Background: an optimization exercise with open tools, aiming at small area. Do not read the settings as production practice.
In this exercise RTL edits were held to simulation tests only and were not proved equivalent to the original.

==> job 5173: inputs <==
## eth_tx_top
module eth_tx_top
(
    input  logic        clk,
    input  logic        rst_n,
    input  logic        tx_start,
    input  logic [1:0]  tx_kind,
    input  logic        arp_op,
    input  logic [47:0] des_mac,
    input  logic [31:0] des_ip,
    input  logic [15:0] payload_len,
    input  logic [7:0]  payload_data,
    output logic        rdy,
    output logic [1:0]  busy_kind,
    output logic        payload_req,
    output logic        gmii_tx_en,
    output logic [7:0]  gmii_txd
);
clock: 5.0 ns
lec_check: 0
cap_margin: 0
core_margin: 2
core_utilization: 40
slew_margin: 0
standard.sh (not shown) runs the stock make flow with config.mk's settings and CLKGATE_MAP_FILE= SYNTH_SCRIPT=/design/flow/synth_recipe.tcl, a recipe that flattens the netlist after the stock synthesis.
==> flow/flow/run.sh <==
#!/bin/bash
# Synthesis as the standard one but with an area-oriented abc script (flow/area.abc),
# then the standard layout with buf_1 port buffers and a clkbuf_8 clock tree without
# dummy loads. Each make run's full output goes to its own log here.
set -euo pipefail
W=$PWD
export FLOW_ABC_SCRIPT=$W/flow/area.abc
make -C "$FLOW_HOME" DESIGN_CONFIG=$W/config.mk WORK_HOME=$W/orfs CLKGATE_MAP_FILE= \
  SYNTH_SCRIPT=$W/flow/synth_area.tcl synth > synth_flow.log 2>&1
export BUFFER_PORTS_ARGS="-buffer_cell sky130_fd_sc_hd__buf_1"
export CTS_ARGS="-sink_clustering_enable -repair_clock_nets -dont_use_dummy_load -buf_list sky130_fd_sc_hd__clkbuf_8"
bash standard.sh > standard_flow.log 2>&1
==> flow/flow/area.abc <==
strash
&get -n
&fraig -x
&put
scorr
dc2
balance
rewrite
refactor
balance
rewrite
rewrite -z
balance
refactor -z
rewrite -z
balance
strash
&get -n
&dch -f
&nf -R 1000 -p
&put
==> flow/flow/synth_area.tcl <==
# synth_recipe.tcl with one change: abc maps the combinational logic with flow/area.abc
# (an area-recovering script) in place of ORFS's speed script. Registers are untouched.
proc synth {args} { yosys synth -nofsm -noshare {*}$args }
proc abc {args} {
  set i [lsearch -exact $args -script]
  if { $i >= 0 } {
    set args [lreplace $args [expr {$i + 1}] [expr {$i + 1}] $::env(FLOW_ABC_SCRIPT)]
  }
  yosys abc {*}$args
}
source $::env(SCRIPTS_DIR)/synth.tcl
# left out here: clear keep_hierarchy, flatten, clean up, hide names made inside functions, write 1_2_yosys.v
==> job 9139: changes against job 5173 <==
--- a/flow/design.v
+++ b/flow/design.v
@@ -209,17 +209,21 @@
     always_ff @(posedge clk) begin
         rem <= (payload_len[10:0] & {11{accept}}) | ((rem - {10'd0, payload_req}) & {11{!idle}});
     end
     assign payload_req = more && (k >= 7'd71) && (k <= 7'd89);
     always_ff @(posedge clk) begin
         req_d <= payload_req;
     end
     logic       short_len, add20, lc3, lc4, lc5;
-    assign short_len = (rem[10:5] == 6'd0) && !(rem[4] && (rem[3] || rem[2] || rem[1]));
+    always_ff @(posedge clk) begin
+        short_len <= (accept && payload_len[10:5] == 6'd0 &&
+                      !(payload_len[4] && (payload_len[3] || payload_len[2] || payload_len[1]))) ||
+                     (short_len && !idle);
+    end
     assign body_len  = short_len ? 11'd18 : rem;
     assign add20       = k[1];
     assign len_sum[1:0] = body_len[1:0];
     assign len_sum[2]   = body_len[2] ^ add20;
     assign lc3          = body_len[2] && add20;
     assign len_sum[3]   = !(body_len[3] ^ lc3);
     assign lc4          = body_len[3] || lc3;
     assign len_sum[4]   = body_len[4] ^ add20 ^ lc4;
==> flow/flow/run.sh (replaced) <==
#!/bin/bash
# Synthesis as the standard one but with an area-oriented abc script (flow/area.abc),
# then the standard layout with buf_1 port buffers and a clkbuf_8 clock tree without
# dummy loads; global placement keeps no resizer changes. Each make run's full output goes to its own log here.
set -euo pipefail
W=$PWD
export FLOW_ABC_SCRIPT=$W/flow/area.abc
make -C "$FLOW_HOME" DESIGN_CONFIG=$W/config.mk WORK_HOME=$W/orfs CLKGATE_MAP_FILE= \
  SYNTH_SCRIPT=$W/flow/synth_area.tcl synth > synth_flow.log 2>&1
export BUFFER_PORTS_ARGS="-buffer_cell sky130_fd_sc_hd__buf_1"
export GPL_KEEP_OVERFLOW=0
export CTS_ARGS="-sink_clustering_enable -repair_clock_nets -dont_use_dummy_load -buf_list sky130_fd_sc_hd__clkbuf_8"
bash standard.sh > standard_flow.log 2>&1
==> job 9398: changes against job 5173 <==
--- a/flow/design.v
+++ b/flow/design.v
@@ -209,17 +209,21 @@
     always_ff @(posedge clk) begin
         rem <= (payload_len[10:0] & {11{accept}}) | ((rem - {10'd0, payload_req}) & {11{!idle}});
     end
     assign payload_req = more && (k >= 7'd71) && (k <= 7'd89);
     always_ff @(posedge clk) begin
         req_d <= payload_req;
     end
     logic       short_len, add20, lc3, lc4, lc5;
-    assign short_len = (rem[10:5] == 6'd0) && !(rem[4] && (rem[3] || rem[2] || rem[1]));
+    always_ff @(posedge clk) begin
+        short_len <= (accept && payload_len[10:5] == 6'd0 &&
+                      !(payload_len[4] && (payload_len[3] || payload_len[2] || payload_len[1]))) ||
+                     (short_len && !idle);
+    end
     assign body_len  = short_len ? 11'd18 : rem;
     assign add20       = k[1];
     assign len_sum[1:0] = body_len[1:0];
     assign len_sum[2]   = body_len[2] ^ add20;
     assign lc3          = body_len[2] && add20;
     assign len_sum[3]   = !(body_len[3] ^ lc3);
     assign lc4          = body_len[3] || lc3;
     assign len_sum[4]   = body_len[4] ^ add20 ^ lc4;
==> flow/flow/run.sh (replaced) <==
#!/bin/bash
# Synthesis as the standard one but with an area-oriented abc script (flow/area.abc),
# then the standard layout with buf_1 port buffers and a clkbuf_8 clock tree without
# dummy loads; global placement keeps no resizer changes. Each make run's full output goes to its own log here.
set -euo pipefail
W=$PWD
export FLOW_ABC_SCRIPT=$W/flow/area.abc
make -C "$FLOW_HOME" DESIGN_CONFIG=$W/config.mk WORK_HOME=$W/orfs CLKGATE_MAP_FILE= \
  SYNTH_SCRIPT=$W/flow/synth_area.tcl synth > synth_flow.log 2>&1
export BUFFER_PORTS_ARGS="-buffer_cell sky130_fd_sc_hd__buf_1"
export GPL_KEEP_OVERFLOW=0
export CTS_ARGS="-sink_clustering_enable -repair_clock_nets -dont_use_dummy_load -buf_list sky130_fd_sc_hd__clkbuf_8"
bash standard.sh > standard_flow.log 2>&1
- CORE_UTILIZATION: 40 -> 48
==> job 6416: changes against job 5173 <==
==> flow/flow/run.sh (replaced) <==
#!/bin/bash
# Synthesis as the standard one but with an area-oriented abc script (flow/area.abc),
# then the standard layout with buf_1 port buffers and a clkbuf_8 clock tree without
# dummy loads; global placement keeps no resizer changes. Each make run's full output goes to its own log here.
set -euo pipefail
W=$PWD
export FLOW_ABC_SCRIPT=$W/flow/area.abc
make -C "$FLOW_HOME" DESIGN_CONFIG=$W/config.mk WORK_HOME=$W/orfs CLKGATE_MAP_FILE= \
  SYNTH_SCRIPT=$W/flow/synth_area.tcl synth > synth_flow.log 2>&1
export BUFFER_PORTS_ARGS="-buffer_cell sky130_fd_sc_hd__buf_1"
export GPL_KEEP_OVERFLOW=0
export CTS_ARGS="-sink_clustering_enable -repair_clock_nets -dont_use_dummy_load -buf_list sky130_fd_sc_hd__clkbuf_8"
bash standard.sh > standard_flow.log 2>&1
==> results.ini <==
[outcome]
outcome = complete, no violations

[timing]
setup_slack_ps = 198

[clock_tree]
cts_resized = 23

[setup_path]
crit_buf_inv = 3

[power_and_ir_drop]
powerClk_uw = 763

[floorplanning]
start_util = 0.411

The numbers above come from job 6416.

==> results.ini <==
[outcome]
outcome = complete, no violations

[detailed_routing]
first_iter_violations = 630

[floorplanning]
tapCellCount = 216
start_util = 0.491

[setup_path]
crit_buf_inv = 2

[power_and_ir_drop]
powerClk_uw = 758

[timing]
setup_slack_ps = 209
tightest_slew_ps = 993
fin_crit_sh = 0.958

The numbers above come from job 9398.

==> results.ini <==
[power_and_ir_drop]
powerClk_uw = 760

[outcome]
outcome = complete, no violations

[setup_path]
crit_buf_inv = 3

[floorplanning]
start_util = 0.411

[clock_tree]
cts_tree = done
cts_resized = 2

[finish]
drive_gt1_frac = 0.0894

[timing]
setup_slack_ps = 280

The numbers above come from job 5173.

==> results.ini <==
[timing]
setup_slack_ps = 311

[setup_path]
crit_buf_inv = 1

[power_and_ir_drop]
powerClk_uw = 760

[clock_tree]
cts_resized = 10

[outcome]
outcome = complete, no violations

The numbers above come from job 9139.

[static timing again, ports no longer ideal]
Ports are ideal in the flow. The routed layouts listed here were re-timed in OpenROAD. Step 1 assumes that a clkbuf_16 drives the clock port and a buf_2 every other input. Step 2 moves the port delays by t, midway between the first and last clock arrival at a register: inputs arrive t later, outputs are due t later. That takes back most of the time a late clock gives input paths. Three values: ideal ports, drivers, drivers and shift; two values: the first two.
run | shift t [ns] | setup slack, ns | worst slew at a driven data input, ns
job 5173 | 0.496 | 0.280 / 0.280 / 0.280 | 0.06
job 9139 | 0.499 | 0.311 / 0.311 / 0.311 | 0.05
job 9398 | 0.478 | 0.209 / 0.209 / 0.209 | 0.05
job 6416 | 0.495 | 0.198 / 0.198 / 0.198 | 0.06
After both steps setup and hold are still met in every run listed.
